This design comes from an exercise in tuning for a short achievable clock period and few clock cycles on the open sky130 flow, not from production work. Function was checked by simulation only, so behaviour that the tests miss may differ from the original. Power and IR drop assume default switching activity.

==> job 223: inputs <==
// cpu_core
module cpu_core #(
    parameter cpu_pkg::word_t RESET_PC = '0
) (
    input  logic   clk,
    input  logic   arst_n,
    output cpu_pkg::word_t  imem_addr,         
    input  cpu_pkg::instr_t imem_rdata,
    output cpu_pkg::word_t  dmem_addr,
    output cpu_pkg::word_t  dmem_wdata,
    output logic   dmem_we,           
    output logic   dmem_re,           
    input  cpu_pkg::word_t  dmem_rdata
);
Settings: LEC_CHECK=0, CAP_MARGIN=20, CORE_MARGIN=2, CORE_UTILIZATION=40, SLEW_MARGIN=20; clock period 9.0 ns.
run.sh (not shown) runs the stock make flow with config.mk's settings and CLKGATE_MAP_FILE= SYNTH_SCRIPT=/design/flow/synth_recipe.tcl, a recipe that flattens the netlist after the stock synthesis.
==> inputs of job 5175, as changes to job 223 <==
--- a/flow/design.v
+++ b/flow/design.v
@@ -132,29 +132,53 @@
     input  logic  clk,
     input  logic  arst_n,
     input  logic  redirect,           
     input  cpu_pkg::word_t target,
     input  logic  refetch,            
+    input  logic  install,            
+    input  cpu_pkg::word_t install_key,   
+    input  cpu_pkg::word_t install_tgt,
     output cpu_pkg::word_t pc,        
     output cpu_pkg::word_t pc_inc,    
     output logic  pc_valid,           
+    output logic  predicted,          
     output cpu_pkg::word_t fetch_addr
 );
+    logic           btb_valid;
+    cpu_pkg::word_t btb_key;
+    cpu_pkg::word_t btb_tgt;
+    cpu_pkg::word_t pred_tgt;         
+    cpu_pkg::word_t next_inc;
     always_comb begin
-        if (redirect)     fetch_addr = target;
-        else if (refetch) fetch_addr = pc;
-        else              fetch_addr = pc_inc;
+        if (redirect)       fetch_addr = target;
+        else if (refetch)   fetch_addr = pc;
+        else if (predicted) fetch_addr = pred_tgt;
+        else                fetch_addr = pc_inc;
     end
+    assign next_inc = fetch_addr + cpu_pkg::word_t'(1);
     always_ff @(posedge clk or negedge arst_n) begin
         if (!arst_n) begin
-            pc       <= '0;
-            pc_inc   <= '0;
-            pc_valid <= 1'b0;
+            pc        <= '0;
+            pc_inc    <= '0;
+            pc_valid  <= 1'b0;
+            predicted <= 1'b0;
+            btb_valid <= 1'b0;
         end else begin
-            pc       <= fetch_addr;
-            pc_inc   <= fetch_addr + cpu_pkg::word_t'(1);
-            pc_valid <= 1'b1;
+            pc        <= fetch_addr;
+            pc_inc    <= next_inc;
+            pc_valid  <= 1'b1;
+            predicted <= btb_valid && (btb_key == next_inc);
+            if (install) begin
+                btb_valid <= 1'b1;
+            end
+        end
+    end
+    always_ff @(posedge clk) begin
+        pred_tgt <= btb_tgt;
+        if (install) begin
+            btb_key <= install_key;
+            btb_tgt <= install_tgt;
         end
     end
 endmodule
 `default_nettype wire
 `timescale 1ns/10ps
@@ -207,10 +231,14 @@
     output logic  true_flag
 );
     cpu_pkg::word_t sum;
     cpu_pkg::word_t diff;
     logic  lt;
+    cpu_pkg::word_t carry_z;            
+    logic  zero_add;
+    logic  zero_next;
+    logic  true_next;
     assign sum  = a + b;
     assign diff = a - b;
     assign lt   = (a[15] ^ b[15]) ? a[15] : diff[15];
     always_comb begin
         result = '0;
@@ -219,17 +247,43 @@
         if (op.andl) result = result | (a & b);
         if (op.orl)  result = result | (a | b);
         if (op.slt)  result = result | {15'd0, lt};
         if (op.pass) result = result | b;
     end
+    assign carry_z  = {a[14:0] | b[14:0], 1'b0};
+    assign zero_add = ((a ^ b) == carry_z);
+    always_comb begin
+        zero_next = 1'b0;
+        true_next = 1'b0;
+        if (op.add) begin
+            zero_next = zero_add;
+            true_next = a[0] ^ b[0];
+        end
+        if (op.sub) begin
+            zero_next = (a == b);
+            true_next = a[0] ^ b[0];
+        end
+        if (op.andl) begin
+            zero_next = ((a & b) == '0);
+            true_next = a[0] & b[0];
+        end
+        if (op.orl) begin
+            zero_next = ((a | b) == '0);
+            true_next = a[0] | b[0];
+        end
+        if (op.slt) begin
+            zero_next = !lt;
+            true_next = lt;
+        end
+    end
     always_ff @(posedge clk or negedge arst_n) begin
         if (!arst_n) begin
             zero_flag <= 1'b0;
             true_flag <= 1'b0;
         end else if (flag_en) begin
-            zero_flag <= (result == '0);
-            true_flag <= result[0];
+            zero_flag <= zero_next;
+            true_flag <= true_next;
         end
     end
 endmodule
 `default_nettype wire
 `timescale 1ns/10ps
@@ -247,10 +301,11 @@
     output logic   dmem_re,           
     input  cpu_pkg::word_t  dmem_rdata
 );
     cpu_pkg::word_t    pc1, pc1_inc;
     logic              v1;
+    logic              pred1;
     cpu_pkg::reg_idx_t rs1, rt1;
     cpu_pkg::word_t    imm1;
     cpu_pkg::aluop_t   aluop1;
     logic              use_rs1, use_rt1, b_imm1, b_link1, reg_write1, flag_write1;
     logic              is_load1, is_store1, is_jimm1, is_jreg1, is_branch1, br_true1, br_inv1;
@@ -262,10 +317,14 @@
     cpu_pkg::word_t    opa2, opb2, imm2, tgt2;
     cpu_pkg::aluop_t   aluop2;
     logic              reg_write2, flag_write2, is_load2, is_store2;
     logic              is_jimm2, is_jreg2, is_branch2, br_true2, br_inv2;
     logic              fwd_a2, fwd_b2;
+    logic              pred2;             
+    cpu_pkg::word_t    pc2_inc;
+    logic              taken2;
+    logic              install;
     cpu_pkg::reg_idx_t dst2;
     cpu_pkg::word_t    res2;
     logic              zf, tf;
     logic              redirect;
     cpu_pkg::word_t    target;
@@ -275,11 +334,13 @@
     assign rt1  = imem_rdata[21:18];
     assign imm1 = imem_rdata[15:0];
     program_counter i_program_counter (
         .clk, .arst_n,
         .redirect, .target, .refetch(w2),
-        .pc(pc1), .pc_inc(pc1_inc), .pc_valid(v1), .fetch_addr(imem_addr)
+        .install, .install_key(pc2_inc), .install_tgt(tgt2),
+        .pc(pc1), .pc_inc(pc1_inc), .pc_valid(v1), .predicted(pred1),
+        .fetch_addr(imem_addr)
     );
     control_unit i_control_unit (
         .instr      (imem_rdata),
         .aluop      (aluop1),
         .use_rs     (use_rs1),
@@ -348,10 +409,12 @@
             br_true2    <= br_true1;
             br_inv2     <= br_inv1;
             dst2        <= dst1;
             fwd_a2      <= hazard_a1;
             fwd_b2      <= hazard_b1;
+            pred2       <= pred1;
+            pc2_inc     <= pc1_inc;
         end else if (w2) begin
             if (fwd_a2) opa2 <= dmem_rdata;
             if (fwd_b2) opb2 <= dmem_rdata;
         end
     end
@@ -363,13 +426,14 @@
         .b         (opb2),
         .result    (res2),
         .zero_flag (zf),
         .true_flag (tf)
     );
-    assign redirect = fire2 && (is_jimm2 || is_jreg2 ||
-                                (is_branch2 && ((br_true2 ? tf : zf) ^ br_inv2)));
-    assign target   = is_jreg2 ? opa2 : tgt2;
+    assign taken2   = is_jimm2 || is_jreg2 || (is_branch2 && ((br_true2 ? tf : zf) ^ br_inv2));
+    assign redirect = fire2 && (taken2 != pred2);
+    assign target   = pred2 ? pc2_inc : (is_jreg2 ? opa2 : tgt2);
+    assign install  = fire2 && taken2 && !pred2 && (is_jimm2 || is_branch2);
     always_ff @(posedge clk or negedge arst_n) begin
         if (!arst_n) begin
             ldp <= 1'b0;
         end else begin
             ldp <= fire2 && is_load2;
--- a/flow/config.mk
+++ b/flow/config.mk
@@ -6,6 +6,8 @@
 export NUM_CORES = 4
 export LEC_CHECK = 0
 export CAP_MARGIN = 20
 export CORE_MARGIN = 2
 export CORE_UTILIZATION = 40
+export SETUP_SLACK_MARGIN = 5
 export SLEW_MARGIN = 20
+export TNS_END_PERCENT = 100
==> inputs of job 6736, as changes to job 223 <==
--- a/flow/design.v
+++ b/flow/design.v
@@ -132,29 +132,53 @@
     input  logic  clk,
     input  logic  arst_n,
     input  logic  redirect,           
     input  cpu_pkg::word_t target,
     input  logic  refetch,            
+    input  logic  install,            
+    input  cpu_pkg::word_t install_key,   
+    input  cpu_pkg::word_t install_tgt,
     output cpu_pkg::word_t pc,        
     output cpu_pkg::word_t pc_inc,    
     output logic  pc_valid,           
+    output logic  predicted,          
     output cpu_pkg::word_t fetch_addr
 );
+    logic           btb_valid;
+    cpu_pkg::word_t btb_key;
+    cpu_pkg::word_t btb_tgt;
+    cpu_pkg::word_t pred_tgt;         
+    cpu_pkg::word_t next_inc;
     always_comb begin
-        if (redirect)     fetch_addr = target;
-        else if (refetch) fetch_addr = pc;
-        else              fetch_addr = pc_inc;
+        if (redirect)       fetch_addr = target;
+        else if (refetch)   fetch_addr = pc;
+        else if (predicted) fetch_addr = pred_tgt;
+        else                fetch_addr = pc_inc;
     end
+    assign next_inc = fetch_addr + cpu_pkg::word_t'(1);
     always_ff @(posedge clk or negedge arst_n) begin
         if (!arst_n) begin
-            pc       <= '0;
-            pc_inc   <= '0;
-            pc_valid <= 1'b0;
+            pc        <= '0;
+            pc_inc    <= '0;
+            pc_valid  <= 1'b0;
+            predicted <= 1'b0;
+            btb_valid <= 1'b0;
         end else begin
-            pc       <= fetch_addr;
-            pc_inc   <= fetch_addr + cpu_pkg::word_t'(1);
-            pc_valid <= 1'b1;
+            pc        <= fetch_addr;
+            pc_inc    <= next_inc;
+            pc_valid  <= 1'b1;
+            predicted <= btb_valid && (btb_key == next_inc);
+            if (install) begin
+                btb_valid <= 1'b1;
+            end
+        end
+    end
+    always_ff @(posedge clk) begin
+        pred_tgt <= btb_tgt;
+        if (install) begin
+            btb_key <= install_key;
+            btb_tgt <= install_tgt;
         end
     end
 endmodule
 `default_nettype wire
 `timescale 1ns/10ps
@@ -207,10 +231,14 @@
     output logic  true_flag
 );
     cpu_pkg::word_t sum;
     cpu_pkg::word_t diff;
     logic  lt;
+    cpu_pkg::word_t carry_z;            
+    logic  zero_add;
+    logic  zero_next;
+    logic  true_next;
     assign sum  = a + b;
     assign diff = a - b;
     assign lt   = (a[15] ^ b[15]) ? a[15] : diff[15];
     always_comb begin
         result = '0;
@@ -219,17 +247,43 @@
         if (op.andl) result = result | (a & b);
         if (op.orl)  result = result | (a | b);
         if (op.slt)  result = result | {15'd0, lt};
         if (op.pass) result = result | b;
     end
+    assign carry_z  = {a[14:0] | b[14:0], 1'b0};
+    assign zero_add = ((a ^ b) == carry_z);
+    always_comb begin
+        zero_next = 1'b0;
+        true_next = 1'b0;
+        if (op.add) begin
+            zero_next = zero_add;
+            true_next = a[0] ^ b[0];
+        end
+        if (op.sub) begin
+            zero_next = (a == b);
+            true_next = a[0] ^ b[0];
+        end
+        if (op.andl) begin
+            zero_next = ((a & b) == '0);
+            true_next = a[0] & b[0];
+        end
+        if (op.orl) begin
+            zero_next = ((a | b) == '0);
+            true_next = a[0] | b[0];
+        end
+        if (op.slt) begin
+            zero_next = !lt;
+            true_next = lt;
+        end
+    end
     always_ff @(posedge clk or negedge arst_n) begin
         if (!arst_n) begin
             zero_flag <= 1'b0;
             true_flag <= 1'b0;
         end else if (flag_en) begin
-            zero_flag <= (result == '0);
-            true_flag <= result[0];
+            zero_flag <= zero_next;
+            true_flag <= true_next;
         end
     end
 endmodule
 `default_nettype wire
 `timescale 1ns/10ps
@@ -247,10 +301,11 @@
     output logic   dmem_re,           
     input  cpu_pkg::word_t  dmem_rdata
 );
     cpu_pkg::word_t    pc1, pc1_inc;
     logic              v1;
+    logic              pred1;
     cpu_pkg::reg_idx_t rs1, rt1;
     cpu_pkg::word_t    imm1;
     cpu_pkg::aluop_t   aluop1;
     logic              use_rs1, use_rt1, b_imm1, b_link1, reg_write1, flag_write1;
     logic              is_load1, is_store1, is_jimm1, is_jreg1, is_branch1, br_true1, br_inv1;
@@ -262,10 +317,14 @@
     cpu_pkg::word_t    opa2, opb2, imm2, tgt2;
     cpu_pkg::aluop_t   aluop2;
     logic              reg_write2, flag_write2, is_load2, is_store2;
     logic              is_jimm2, is_jreg2, is_branch2, br_true2, br_inv2;
     logic              fwd_a2, fwd_b2;
+    logic              pred2;             
+    cpu_pkg::word_t    pc2_inc;
+    logic              taken2;
+    logic              install;
     cpu_pkg::reg_idx_t dst2;
     cpu_pkg::word_t    res2;
     logic              zf, tf;
     logic              redirect;
     cpu_pkg::word_t    target;
@@ -275,11 +334,13 @@
     assign rt1  = imem_rdata[21:18];
     assign imm1 = imem_rdata[15:0];
     program_counter i_program_counter (
         .clk, .arst_n,
         .redirect, .target, .refetch(w2),
-        .pc(pc1), .pc_inc(pc1_inc), .pc_valid(v1), .fetch_addr(imem_addr)
+        .install, .install_key(pc2_inc), .install_tgt(tgt2),
+        .pc(pc1), .pc_inc(pc1_inc), .pc_valid(v1), .predicted(pred1),
+        .fetch_addr(imem_addr)
     );
     control_unit i_control_unit (
         .instr      (imem_rdata),
         .aluop      (aluop1),
         .use_rs     (use_rs1),
@@ -348,10 +409,12 @@
             br_true2    <= br_true1;
             br_inv2     <= br_inv1;
             dst2        <= dst1;
             fwd_a2      <= hazard_a1;
             fwd_b2      <= hazard_b1;
+            pred2       <= pred1;
+            pc2_inc     <= pc1_inc;
         end else if (w2) begin
             if (fwd_a2) opa2 <= dmem_rdata;
             if (fwd_b2) opb2 <= dmem_rdata;
         end
     end
@@ -363,13 +426,14 @@
         .b         (opb2),
         .result    (res2),
         .zero_flag (zf),
         .true_flag (tf)
     );
-    assign redirect = fire2 && (is_jimm2 || is_jreg2 ||
-                                (is_branch2 && ((br_true2 ? tf : zf) ^ br_inv2)));
-    assign target   = is_jreg2 ? opa2 : tgt2;
+    assign taken2   = is_jimm2 || is_jreg2 || (is_branch2 && ((br_true2 ? tf : zf) ^ br_inv2));
+    assign redirect = fire2 && (taken2 != pred2);
+    assign target   = pred2 ? pc2_inc : (is_jreg2 ? opa2 : tgt2);
+    assign install  = fire2 && taken2 && !pred2 && (is_jimm2 || is_branch2);
     always_ff @(posedge clk or negedge arst_n) begin
         if (!arst_n) begin
             ldp <= 1'b0;
         end else begin
             ldp <= fire2 && is_load2;
--- a/flow/config.mk
+++ b/flow/config.mk
@@ -5,7 +5,10 @@
 export SDC_FILE = /design/flow/constraint.sdc
 export NUM_CORES = 4
 export LEC_CHECK = 0
 export CAP_MARGIN = 20
 export CORE_MARGIN = 2
-export CORE_UTILIZATION = 40
+export CORE_UTILIZATION = 60
+export PLACE_DENSITY = 0.7
+export SETUP_SLACK_MARGIN = 5
 export SLEW_MARGIN = 20
+export TNS_END_PERCENT = 100
==> notes.md <==
quantity                                                                job 5175         job 223        job 6736
First-pass GRT wire length                                                175 mm          152 mm          171 mm
Worst-case headroom to the max-slew limit                                  26.4%           27.7%           22.2%
Length of routed wiring on met1                                          47.2 mm         40.2 mm         42.4 mm
P_clk                                                                    2.23 mW         1.99 mW         2.25 mW
Die Height                                                                268 um          255 um          220 um
Area delta synth->final                                                    27.8%           14.7%           25.7%
Buffer count from post-CTS setup fixing                                      104               0             146
Yosys top cell area share                                                  26.5%           29.1%           26.5%
Power in combinational cells                                             2.93 mW         1.99 mW         2.99 mW
FF+latch count                                                               450             383             450
Die extent in x                                                           268 um          255 um          220 um
Static leakage                                                           13.8 nW         11.3 nW         13.8 nW
Clk Latency, worst-skew pair                                             0.64 ns         0.60 ns         0.65 ns
Effective utilization at floorplan                                         40.6%           40.3%           60.5%
Core region area                                                      68900 um^2      62700 um^2      46300 um^2
Total standard cell area after synthesis                              28000 um^2      25300 um^2      28000 um^2
Ratio of cells with drive above 1 in the final layout                      24.7%           10.2%           23.7%
Result of the run                                                 finished clean  finished clean  finished clean
Stages on the worst setup path                                                13              19              15
Relative area of clock buffers and inverters in the final design           4.87%           5.50%           4.94%
Worst supply voltage drop on vdd                                      0.000166 V      0.000172 V      0.000271 V
Routability-driven placement congestion ratio                              0.963           0.968            1.01
Switching power as a share of total power                                  37.3%           35.4%           37.7%
Inverters                                                                     81              76              81
Testbench counts of job 223, summed over its fixed seeds: cycles 10,224.
Testbench counts of job 5175, summed over its fixed seeds: cycles 9,902.
Testbench counts of job 6736, summed over its fixed seeds: cycles 9,902.

[separate check: timing with driven ports]
How much do the figures lean on ideal ports? The routed layouts below were timed once more, with nothing changed but the port constraints. Step 1 sets driving cells, clkbuf_16 on the clock port and buf_2 on the other inputs (assumed; they add their load-dependent delay and slew). Step 2 adds t to the input delays and takes it off the output delays; t is the mean of the earliest and latest rising clock arrival at the registers after step 1. Input paths then give back, and output paths get back, about the clock's delay inside the block. a / b / c = ideal / step 1 / step 2; a / b = the first two.
run	t (ns)	slack for setup (ns)	cell pins on the clock port's net
job 223	0.640	3.187 / 3.187 / 3.187	1
job 5175	0.677	3.763 / 3.702 / 4.334	1
job 6736	0.685	3.703 / 3.642 / 4.302	1
After both steps every run listed still meets setup and hold.
